What follows belongs to an exercise in optimizing a design on an open flow for small area; a production flow would make more cautious choices.
At most, simulation tests tie the RTL to the original design; equivalence was not proved.
Power and IR drop assume default switching activity.

==> inputs of wip/lagoon <==
==> flow/design.v <==
module vga_object_compositor #(
    parameter int NUM_OBJ = 16,
    parameter int COORD_W = 10,
    parameter int COLOR_W = 10,
    parameter int TYPE_W  = 10
) (
    input  logic                       iVGA_CLK,
    input  logic                       iRST,
    input  logic [COORD_W-1:0]         iVGA_X,
    input  logic [COORD_W-1:0]         iVGA_Y,
    input  logic                       iFrame_Start,
    input  logic                       iWr_Valid,
    output logic                       oWr_Ready,
    input  logic [$clog2(NUM_OBJ)-1:0] iWr_Idx,
    input  logic [COORD_W-1:0]         iWr_X,
    input  logic [COORD_W-1:0]         iWr_Y,
    input  logic [COORD_W-1:0]         iWr_W,
    input  logic [COORD_W-1:0]         iWr_H,
    input  logic [TYPE_W-1:0]          iWr_Type,
    input  logic                       iWr_En,
    output logic [COLOR_W-1:0]         oRed,
    output logic [COLOR_W-1:0]         oGreen,
    output logic [COLOR_W-1:0]         oBlue,
    output logic                       oHit_Valid,
    output logic [$clog2(NUM_OBJ)-1:0] oHit_Idx
);
    localparam int IDX_W = $clog2(NUM_OBJ);
    localparam logic [2:0] C_OFF  = 3'b000;
    localparam logic [2:0] C_101  = 3'b001;
    localparam logic [2:0] C_102  = 3'b010;
    localparam logic [2:0] C_201  = 3'b011;
    localparam logic [2:0] C_202  = 3'b101;
    localparam logic [2:0] C_302  = 3'b110;
    localparam logic [2:0] C_OTH  = 3'b111;
    function automatic logic [2:0] classify(input logic [TYPE_W-1:0] kind);
        case (kind)
            TYPE_W'(101): classify = C_101;
            TYPE_W'(102): classify = C_102;
            TYPE_W'(201): classify = C_201;
            TYPE_W'(202): classify = C_202;
            TYPE_W'(302): classify = C_302;
            default:      classify = C_OTH;
        endcase
    endfunction
    function automatic logic [COORD_W-1:0] last_coord(input logic [COORD_W-1:0] p,
                                                      input logic [COORD_W-1:0] s);
        logic [COORD_W:0] e;
        e = {1'b0, p} + {1'b0, s} - 1'b1;
        last_coord = e[COORD_W] ? '1 : e[COORD_W-1:0];
    endfunction
    function automatic logic geq(input logic [COORD_W-1:0] a, input logic [COORD_W-1:0] b);
        logic c;
        c = 1'b1;
        for (int k = 0; k < COORD_W; k++) begin
            c = (a[k] & ~b[k]) | (c & (a[k] | ~b[k]));
        end
        geq = c;
    endfunction
    function automatic logic geqn(input logic [COORD_W-1:0] a, input logic [COORD_W-1:0] nb);
        logic c;
        c = 1'b1;
        for (int k = 0; k < COORD_W; k++) begin
            c = (a[k] & nb[k]) | (c & (a[k] | nb[k]));
        end
        geqn = c;
    endfunction
    logic wr_ready;
    assign wr_ready  = !iRST && !iFrame_Start;
    assign oWr_Ready = wr_ready;
    logic [COORD_W-1:0] w_xl, w_yl;
    logic [2:0]         w_cls;
    assign w_xl  = last_coord(iWr_X, iWr_W);
    assign w_yl  = last_coord(iWr_Y, iWr_H);
    assign w_cls = (iWr_En && (iWr_W != '0) && (iWr_H != '0)) ? classify(iWr_Type) : C_OFF;
    logic [COORD_W-1:0] sh_x [NUM_OBJ];
    logic [COORD_W-1:0] sh_xl[NUM_OBJ];
    logic [COORD_W-1:0] sh_y [NUM_OBJ];
    logic [COORD_W-1:0] sh_yl[NUM_OBJ];
    logic [2:0]         sh_c [NUM_OBJ];
    logic [COORD_W-1:0] ac_x [NUM_OBJ];
    logic [COORD_W-1:0] ac_xl[NUM_OBJ];
    logic [COORD_W-1:0] ac_y [NUM_OBJ];
    logic [COORD_W-1:0] ac_yl[NUM_OBJ];
    logic [2:0]         ac_c [NUM_OBJ];
    logic               ac_live;
    always_ff @(posedge iVGA_CLK) begin
        for (int i = 0; i < NUM_OBJ; i++) begin
            if (iRST) begin
                sh_c[i][1:0] <= 2'b00;
            end else if (wr_ready && iWr_Valid && (iWr_Idx == IDX_W'(i))) begin
                sh_x[i]  <= ~iWr_X;
                sh_xl[i] <= w_xl;
                sh_y[i]  <= ~iWr_Y;
                sh_yl[i] <= w_yl;
                sh_c[i]  <= w_cls;
            end
        end
    end
    always_ff @(posedge iVGA_CLK) begin
        if (iRST) begin
            ac_live <= 1'b0;
        end else if (iFrame_Start) begin
            ac_live <= 1'b1;
        end
    end
    always_ff @(posedge iVGA_CLK) begin
        if (iFrame_Start) begin
            for (int i = 0; i < NUM_OBJ; i++) begin
                ac_x[i]  <= sh_x[i];
                ac_xl[i] <= sh_xl[i];
                ac_y[i]  <= sh_y[i];
                ac_yl[i] <= sh_yl[i];
                ac_c[i]  <= sh_c[i];
            end
        end
    end
    logic [NUM_OBJ-1:0] hit;
    always_comb begin
        for (int i = 0; i < NUM_OBJ; i++) begin
            hit[i] = (ac_c[i][1:0] != 2'b00) &&
                     geqn(iVGA_X, ac_x[i]) && geq(ac_xl[i], iVGA_X) &&
                     geqn(iVGA_Y, ac_y[i]) && geq(ac_yl[i], iVGA_Y);
        end
    end
    logic [IDX_W-1:0] win_idx;
    logic [2:0]       win_cls;
    always_comb begin
        win_idx = IDX_W'(NUM_OBJ - 1);
        win_cls = C_OFF;
        for (int i = NUM_OBJ - 1; i >= 0; i--) begin
            if (hit[i]) begin
                win_idx = IDX_W'(i);
                win_cls = ac_c[i];
            end
        end
    end
    logic [IDX_W-1:0] idx_p1, idx_p2;
    logic [2:0]       cls_p1, cls_p2;
    logic             vld_p2;
    always_ff @(posedge iVGA_CLK) begin
        idx_p1      <= win_idx;
        cls_p1[2]   <= win_cls[2];
        cls_p1[1:0] <= (iRST || !ac_live) ? 2'b00 : win_cls[1:0];
        idx_p2      <= idx_p1;
        cls_p2[2]   <= cls_p1[2];
        cls_p2[1:0] <= iRST ? 2'b00 : cls_p1[1:0];
    end
    assign vld_p2 = (cls_p2[1:0] != 2'b00);
    logic [7:0] r8, g8, b8;
    always_comb begin
        case (cls_p2)
            C_101:   begin r8 = 8'd0;   g8 = 8'd255; b8 = 8'd0;   end
            C_102:   begin r8 = 8'd255; g8 = 8'd255; b8 = 8'd0;   end
            C_201:   begin r8 = 8'd153; g8 = 8'd0;   b8 = 8'd0;   end
            C_202:   begin r8 = 8'd0;   g8 = 8'd255; b8 = 8'd255; end
            C_302:   begin r8 = 8'd204; g8 = 8'd0;   b8 = 8'd204; end
            C_OTH:   begin r8 = 8'd255; g8 = 8'd255; b8 = 8'd255; end
            default: begin r8 = 8'd0;   g8 = 8'd0;   b8 = 8'd0;   end
        endcase
    end
    assign oRed       = {2'b00, r8};
    assign oGreen     = {2'b00, g8};
    assign oBlue      = {2'b00, b8};
    assign oHit_Valid = vld_p2;
    assign oHit_Idx   = vld_p2 ? idx_p2 : '0;
endmodule
==> flow/flow/run.sh <==
#!/bin/bash
# Own layout flow: the standard synthesis, then an area-oriented re-mapping of the
# combinational logic only (every register instance is kept as the standard synthesis made
# it), then the standard ORFS flow from floorplan on, with a smaller port buffer and a
# clock tree built from clkbuf_8 leaf clusters without dummy loads.
set -euo pipefail
W=$(pwd)
F=$W/flow
R=$W/orfs/results/${FLOW_PLATFORM}/vga_object_compositor/base
LIB=$FLOW_HOME/platforms/${FLOW_PLATFORM}/lib/sky130_fd_sc_hd__tt_025C_1v80.lib
YOSYS=$FLOW_HOME/../tools/install/yosys/bin/yosys
[ -x "$YOSYS" ] || YOSYS=yosys

# 1. Standard synthesis.
bash standard.sh synth > $W/log_1_synth.txt 2>&1
cp $R/1_2_yosys.v $W/synth_standard.v

# 2. Re-map the combinational logic for area.
SEQ=$(grep -o "sky130_fd_sc_hd__[a-z0-9_]*" $W/synth_standard.v | sort -u | grep -E "__(s?e?df|dl)" | tr '\n' ' ')
DONTUSE=""
for c in $(cat $F/dont_use.txt); do DONTUSE="$DONTUSE -dont_use $c"; done
IN=$W/synth_standard.v OUT=$W/synth_remap.v LIB=$LIB TOP=$FLOW_TOP DONTUSE="$DONTUSE" \
  SCRIPT=$F/area.abc SEQ="$SEQ" $YOSYS -c $F/remap.tcl > $W/log_2_remap.txt 2>&1
cp $W/synth_remap.v $R/1_2_yosys.v
rm -f $R/1_synth.odb
bash standard.sh synth > $W/log_3_synth_odb.txt 2>&1

# 3. Floorplan to final layout.
CTS="-sink_clustering_enable -repair_clock_nets -dont_use_dummy_load -buf_list sky130_fd_sc_hd__clkbuf_8 -sink_clustering_size 18 -sink_clustering_max_diameter 80"
bash standard.sh "CTS_ARGS=$CTS" "BUFFER_PORTS_ARGS=-buffer_cell sky130_fd_sc_hd__buf_1" finish > $W/log_4_layout.txt 2>&1
==> flow/flow/area.abc <==
strash
ifraig
dc2
&get -n
&deepsyn -T 60
&put
strash
dch -f
map -a
topo
==> flow/flow/dont_use.txt <==
sky130_fd_sc_hd__lpflow_bleeder_1
sky130_fd_sc_hd__lpflow_clkbufkapwr_1
sky130_fd_sc_hd__lpflow_clkbufkapwr_16
sky130_fd_sc_hd__lpflow_clkbufkapwr_2
sky130_fd_sc_hd__lpflow_clkbufkapwr_4
sky130_fd_sc_hd__lpflow_clkbufkapwr_8
sky130_fd_sc_hd__lpflow_clkinvkapwr_1
sky130_fd_sc_hd__lpflow_clkinvkapwr_16
sky130_fd_sc_hd__lpflow_clkinvkapwr_2
sky130_fd_sc_hd__lpflow_clkinvkapwr_4
sky130_fd_sc_hd__lpflow_clkinvkapwr_8
sky130_fd_sc_hd__lpflow_decapkapwr_12
sky130_fd_sc_hd__lpflow_decapkapwr_3
sky130_fd_sc_hd__lpflow_decapkapwr_4
sky130_fd_sc_hd__lpflow_decapkapwr_6
sky130_fd_sc_hd__lpflow_decapkapwr_8
sky130_fd_sc_hd__lpflow_inputiso0n_1
sky130_fd_sc_hd__lpflow_inputiso0p_1
sky130_fd_sc_hd__lpflow_inputiso1n_1
sky130_fd_sc_hd__lpflow_inputiso1p_1
sky130_fd_sc_hd__lpflow_inputisolatch_1
sky130_fd_sc_hd__lpflow_isobufsrc_1
sky130_fd_sc_hd__lpflow_isobufsrc_16
sky130_fd_sc_hd__lpflow_isobufsrc_2
sky130_fd_sc_hd__lpflow_isobufsrc_4
sky130_fd_sc_hd__lpflow_isobufsrc_8
sky130_fd_sc_hd__lpflow_isobufsrckapwr_16
sky130_fd_sc_hd__lpflow_lsbuf_lh_hl_isowell_tap_1
sky130_fd_sc_hd__lpflow_lsbuf_lh_hl_isowell_tap_2
sky130_fd_sc_hd__lpflow_lsbuf_lh_hl_isowell_tap_4
sky130_fd_sc_hd__lpflow_lsbuf_lh_isowell_4
sky130_fd_sc_hd__lpflow_lsbuf_lh_isowell_tap_1
sky130_fd_sc_hd__lpflow_lsbuf_lh_isowell_tap_2
sky130_fd_sc_hd__lpflow_lsbuf_lh_isowell_tap_4
sky130_fd_sc_hd__probe_p_8
sky130_fd_sc_hd__probec_p_8
==> flow/flow/remap.tcl <==
# Re-map the combinational logic of a mapped netlist for area; sequential cells stay as they are.
yosys -import
set lib $::env(LIB)
set top $::env(TOP)
read_liberty -wb -ignore_miss_func $lib
read_verilog -overwrite $::env(IN)
hierarchy -top $top
foreach c $::env(SEQ) { blackbox =$c }
flatten -wb
opt_clean -purge
techmap
opt -fast
abc -liberty $lib {*}$::env(DONTUSE) -script $::env(SCRIPT)
opt_clean -purge
hilomap -singleton -hicell sky130_fd_sc_hd__conb_1 HI -locell sky130_fd_sc_hd__conb_1 LO
opt_clean -purge
tee -o $::env(OUT).stat stat -liberty $lib
write_verilog -noattr -nohex -nodec $::env(OUT)
==> flow/standard.sh <==
#!/bin/bash
# synth_recipe.tcl (not shown) runs the flow's synth.tcl, then flattens the netlist and writes it again
# the make line also repeats each setting of config.mk as NAME=value (left out here)
make -C /OpenROAD-flow-scripts/flow DESIGN_CONFIG=/design/flow/config.mk WORK_HOME=/design/flow/orfs CLKGATE_MAP_FILE= SYNTH_SCRIPT=/design/flow/synth_recipe.tcl "${@:-finish}"
==> flow/config.mk <==
export PLATFORM = sky130hd
export DESIGN_NAME = vga_object_compositor
export DESIGN_NICKNAME = vga_object_compositor
export VERILOG_FILES = /design/flow/design.v
export SDC_FILE = /design/flow/constraint.sdc
export NUM_CORES = 4
export LEC_CHECK = 0
export CAP_MARGIN = 10
export CORE_MARGIN = 2
export CORE_UTILIZATION = 75
export PLACE_DENSITY = 0.86
export SLEW_MARGIN = 10
==> flow/constraint.sdc <==
create_clock -name core_clock -period 5.0 [get_ports {iVGA_CLK}]
set_input_delay 1.0000 -clock core_clock [delete_from_list [all_inputs] [get_ports {iVGA_CLK}]]
set_output_delay 1.0000 -clock core_clock [all_outputs]
set_load 0.01 [all_outputs]
==> wip/delta (differences from wip/lagoon) <==
==> flow/design.v, changed modules only <==
module vga_object_compositor #(
    parameter int NUM_OBJ = 16,
    parameter int COORD_W = 10,
    parameter int COLOR_W = 10,
    parameter int TYPE_W  = 10
) (
    input  logic                       iVGA_CLK,
    input  logic                       iRST,
    input  logic [COORD_W-1:0]         iVGA_X,
    input  logic [COORD_W-1:0]         iVGA_Y,
    input  logic                       iFrame_Start,
    input  logic                       iWr_Valid,
    output logic                       oWr_Ready,
    input  logic [$clog2(NUM_OBJ)-1:0] iWr_Idx,
    input  logic [COORD_W-1:0]         iWr_X,
    input  logic [COORD_W-1:0]         iWr_Y,
    input  logic [COORD_W-1:0]         iWr_W,
    input  logic [COORD_W-1:0]         iWr_H,
    input  logic [TYPE_W-1:0]          iWr_Type,
    input  logic                       iWr_En,
    output logic [COLOR_W-1:0]         oRed,
    output logic [COLOR_W-1:0]         oGreen,
    output logic [COLOR_W-1:0]         oBlue,
    output logic                       oHit_Valid,
    output logic [$clog2(NUM_OBJ)-1:0] oHit_Idx
);
    localparam int IDX_W = $clog2(NUM_OBJ);
    localparam logic [2:0] C_OFF  = 3'b000;
    localparam logic [2:0] C_101  = 3'b001;
    localparam logic [2:0] C_102  = 3'b010;
    localparam logic [2:0] C_201  = 3'b011;
    localparam logic [2:0] C_202  = 3'b101;
    localparam logic [2:0] C_302  = 3'b110;
    localparam logic [2:0] C_OTH  = 3'b111;
    function automatic logic [2:0] classify(input logic [TYPE_W-1:0] kind);
        case (kind)
            TYPE_W'(101): classify = C_101;
            TYPE_W'(102): classify = C_102;
            TYPE_W'(201): classify = C_201;
            TYPE_W'(202): classify = C_202;
            TYPE_W'(302): classify = C_302;
            default:      classify = C_OTH;
        endcase
    endfunction
    function automatic logic [COORD_W-1:0] last_coord(input logic [COORD_W-1:0] p,
                                                      input logic [COORD_W-1:0] s);
        logic [COORD_W:0] e;
        e = {1'b0, p} + {1'b0, s} - 1'b1;
        last_coord = e[COORD_W] ? '1 : e[COORD_W-1:0];
    endfunction
    logic wr_ready;
    assign wr_ready  = !iRST && !iFrame_Start;
    assign oWr_Ready = wr_ready;
    logic [COORD_W-1:0] w_xl, w_yl;
    logic [2:0]         w_cls;
    assign w_xl  = last_coord(iWr_X, iWr_W);
    assign w_yl  = last_coord(iWr_Y, iWr_H);
    assign w_cls = (iWr_En && (iWr_W != '0) && (iWr_H != '0)) ? classify(iWr_Type) : C_OFF;
    logic [COORD_W-1:0] sh_x [NUM_OBJ];
    logic [COORD_W-1:0] sh_xl[NUM_OBJ];
    logic [COORD_W-1:0] sh_y [NUM_OBJ];
    logic [COORD_W-1:0] sh_yl[NUM_OBJ];
    logic [2:0]         sh_c [NUM_OBJ];
    logic [COORD_W-1:0] ac_x [NUM_OBJ];
    logic [COORD_W-1:0] ac_xl[NUM_OBJ];
    logic [COORD_W-1:0] ac_y [NUM_OBJ];
    logic [COORD_W-1:0] ac_yl[NUM_OBJ];
    logic [2:0]         ac_c [NUM_OBJ];
    logic               ac_live;
    always_ff @(posedge iVGA_CLK) begin
        for (int i = 0; i < NUM_OBJ; i++) begin
            if (iRST) begin
                sh_c[i][1:0] <= 2'b00;
            end else if (wr_ready && iWr_Valid && (iWr_Idx == IDX_W'(i))) begin
                sh_x[i]  <= iWr_X;
                sh_xl[i] <= w_xl;
                sh_y[i]  <= iWr_Y;
                sh_yl[i] <= w_yl;
                sh_c[i]  <= w_cls;
            end
        end
    end
    always_ff @(posedge iVGA_CLK) begin
        if (iRST) begin
            ac_live <= 1'b0;
        end else if (iFrame_Start) begin
            ac_live <= 1'b1;
        end
    end
    always_ff @(posedge iVGA_CLK) begin
        if (iFrame_Start) begin
            for (int i = 0; i < NUM_OBJ; i++) begin
                ac_x[i]  <= sh_x[i];
                ac_xl[i] <= sh_xl[i];
                ac_y[i]  <= sh_y[i];
                ac_yl[i] <= sh_yl[i];
                ac_c[i]  <= sh_c[i];
            end
        end
    end
    logic [NUM_OBJ-1:0] hit;
    always_comb begin
        for (int i = 0; i < NUM_OBJ; i++) begin
            hit[i] = (ac_c[i][1:0] != 2'b00) &&
                     (iVGA_X >= ac_x[i]) && (iVGA_X <= ac_xl[i]) &&
                     (iVGA_Y >= ac_y[i]) && (iVGA_Y <= ac_yl[i]);
        end
    end
    logic [IDX_W-1:0] win_idx;
    logic [2:0]       win_cls;
    always_comb begin
        win_idx = '0;
        win_cls = C_OFF;
        for (int i = NUM_OBJ - 1; i >= 0; i--) begin
            if (hit[i]) begin
                win_idx = IDX_W'(i);
                win_cls = ac_c[i];
            end
        end
    end
    logic [IDX_W-1:0] idx_p1, idx_p2;
    logic [2:0]       cls_p1, cls_p2;
    always_ff @(posedge iVGA_CLK) begin
        if (iRST || !ac_live) begin
            idx_p1 <= '0;
            cls_p1 <= C_OFF;
        end else begin
            idx_p1 <= win_idx;
            cls_p1 <= win_cls;
        end
    end
    always_ff @(posedge iVGA_CLK) begin
        if (iRST) begin
            idx_p2 <= '0;
            cls_p2 <= C_OFF;
        end else begin
            idx_p2 <= idx_p1;
            cls_p2 <= cls_p1;
        end
    end
    logic [7:0] r8, g8, b8;
    always_comb begin
        case (cls_p2)
            C_101:   begin r8 = 8'd0;   g8 = 8'd255; b8 = 8'd0;   end
            C_102:   begin r8 = 8'd255; g8 = 8'd255; b8 = 8'd0;   end
            C_201:   begin r8 = 8'd153; g8 = 8'd0;   b8 = 8'd0;   end
            C_202:   begin r8 = 8'd0;   g8 = 8'd255; b8 = 8'd255; end
            C_302:   begin r8 = 8'd204; g8 = 8'd0;   b8 = 8'd204; end
            C_OTH:   begin r8 = 8'd255; g8 = 8'd255; b8 = 8'd255; end
            default: begin r8 = 8'd0;   g8 = 8'd0;   b8 = 8'd0;   end
        endcase
    end
    assign oRed       = {2'b00, r8};
    assign oGreen     = {2'b00, g8};
    assign oBlue      = {2'b00, b8};
    assign oHit_Valid = (cls_p2[1:0] != 2'b00);
    assign oHit_Idx   = idx_p2;
endmodule
==> flow/run.sh (new file) <==
#!/bin/bash
# synth_recipe.tcl (not shown) runs the flow's synth.tcl, then flattens the netlist and writes it again
# the make line also repeats each setting of config.mk as NAME=value (left out here)
make -C /OpenROAD-flow-scripts/flow DESIGN_CONFIG=/design/flow/config.mk WORK_HOME=/design/flow/orfs CLKGATE_MAP_FILE= SYNTH_SCRIPT=/design/flow/synth_recipe.tcl finish
CAP_MARGIN = 20   (was 10)
CORE_UTILIZATION = 40   (was 75)
PLACE_DENSITY = unset   (was 0.86)
SLEW_MARGIN = 20   (was 10)
removed: flow/flow/run.sh
removed: flow/flow/area.abc
removed: flow/flow/dont_use.txt
removed: flow/flow/remap.tcl
removed: flow/standard.sh
==> wip/indigo (differences from wip/lagoon) <==
==> flow/flow/area.abc (replaced) <==
strash
ifraig
dc2
&get -n
&deepsyn -T 60
&put
strash
&get -n
&dch -f
&nf -a -R 1000 -E 0
&put
topo
CAP_MARGIN = 20   (was 10)
CORE_UTILIZATION = 65   (was 75)
PLACE_DENSITY = unset   (was 0.86)
SLEW_MARGIN = 20   (was 10)
==> wip/umber (differences from wip/lagoon) <==
--- a/flow/flow/run.sh
+++ b/flow/flow/run.sh
@@ -26,5 +26,5 @@
 bash standard.sh synth > $W/log_3_synth_odb.txt 2>&1
 
 # 3. Floorplan to final layout.
-CTS="-sink_clustering_enable -repair_clock_nets -dont_use_dummy_load -buf_list sky130_fd_sc_hd__clkbuf_8 -sink_clustering_size 18 -sink_clustering_max_diameter 80"
+CTS="-sink_clustering_enable -repair_clock_nets -dont_use_dummy_load -buf_list sky130_fd_sc_hd__clkbuf_8 -sink_clustering_size 20 -sink_clustering_max_diameter 60"
 bash standard.sh "CTS_ARGS=$CTS" "BUFFER_PORTS_ARGS=-buffer_cell sky130_fd_sc_hd__buf_1" finish > $W/log_4_layout.txt 2>&1
==> flow/flow/area.abc (replaced) <==
strash
ifraig
scorr
dc2
strash
dch -f
map -a -B 0
topo
strash
dch -f
map -a -B 0
topo
CAP_MARGIN = 20   (was 10)
CORE_UTILIZATION = 65   (was 75)
PLACE_DENSITY = unset   (was 0.86)
SLEW_MARGIN = 20   (was 10)
==> notes <==
wip/indigo produced a clean layout. wip/delta produced a clean layout. wip/lagoon completed with no timing, DRC or antenna violations. wip/umber completed without violations.
Of wip/umber and wip/delta, wip/delta has the higher maximum frequency (gap 6.2%, measured against wip/delta).
The lowest critical path depth belongs to wip/delta, the highest to wip/lagoon.
Between wip/delta and wip/indigo, the lower via count is in wip/indigo (gap 20%, measured against wip/indigo).
Final cell count: wip/indigo < wip/lagoon < wip/umber < wip/delta.
Worst hold slack: wip/lagoon < wip/umber < wip/indigo < wip/delta.
Synthesized area, lowest first: wip/indigo, wip/lagoon, wip/umber, wip/delta.
Against wip/delta, the clock-buffer cell count of wip/umber is lower by 95.
Sequential cell count is the same in wip/lagoon and wip/indigo.
The highest design area belongs to wip/delta, the lowest to wip/lagoon.
In wip/umber the clock power is smaller than in wip/indigo, by about 1%.
==> figures <==
	wip/indigo	wip/delta	wip/umber	wip/lagoon
Result of the run	complete, no violations	complete, no violations	complete, no violations	complete, no violations
Final setup margin	0.322 ns	1.06 ns	0.799 ns	0.512 ns
Reg-to-reg critical path startpoint	ac_xl[13][1]	ac_yl[2][3]	ac_y[14][2]	ac_y[14][2]
Number of cells on the worst reg-to-reg path	22	15	20	21
Length of routed met2 wiring	54.6 mm	66.8 mm	58.0 mm	56.4 mm
Initial antenna violation count	5	5	6	2
Num CTS Buffers	87	139	86	87
Multi-input gates	1,256	1,884	1,463	1,386
Cell Pwr Density	355 mW/mm²	371 mW/mm²	354 mW/mm²	357 mW/mm²
Fill cell count	4,669	12,900	4,865	3,024
CLK BUF	87	181	86	87
Slew Limit Headroom	26.6%	25.8%	24.9%	18.1%
Floorplan die height	280 µm	391 µm	282 µm	262 µm
Sink of the worst hold path	idx_p2[0]	ac_y[13][6]	idx_p2[2]	idx_p2[1]
Cell occurring most often along the worst timing path	sky130_fd_sc_hd__maj3_1	sky130_fd_sc_hd__buf_4	sky130_fd_sc_hd__buf_4	sky130_fd_sc_hd__nand2_1
Crit path DAT	5.28 ns	4.57 ns	4.78 ns	5.10 ns
Placed standard-cell area	0.0531 mm²	0.0649 mm²	0.0532 mm²	0.0525 mm²
Share of the core filled with cells in the final layout	71.7%	46.5%	71.6%	81.6%
Inverters	69	716	155	189
Clock-pin slew reported for the worst setup and hold paths after clock tree synthesis	0.10 ns	0.07 ns	0.12 ns	0.11 ns
Instance count on the critical path	21	16	17	23
Share of the final layout cell area in sequential cells	76.1%	59.5%	75.9%	76.9%
For wip/delta, only the layout was checked, not whether the RTL still works.

==> static timing again, ports no longer ideal <==
No port has a modelled driver above. Below, the same layouts with a new extraction and two added sets of constraints.
Step 1 sets driving cells, clkbuf_16 on the clock port and buf_2 on the other inputs (assumed; they add their load-dependent delay and slew).
Step 2 moves the port delays by t, midway between the first and last clock arrival at a register: inputs arrive t later, outputs are due t later. That takes back most of the time a late clock gives input paths.
Three values: ideal, step 1, step 2; two values: the first two.
run	t, ns	setup WS [ns]	worst data-port slew with drivers (ns)
wip/lagoon	0.784	0.512 / 0.550 / -0.234	0.14
wip/delta	0.836	1.060 / 1.111 / 0.275	0.09
wip/indigo	0.791	0.322 / 0.353 / -0.438	0.12
wip/umber	0.754	0.799 / 0.845 / 0.091	0.17
With both steps, setup timing fails in wip/lagoon and wip/indigo, where it was met with ideal ports. The setup slack of wip/delta, which loses most, moves by +0.051 ns with the drivers and by -0.785 ns with both steps.
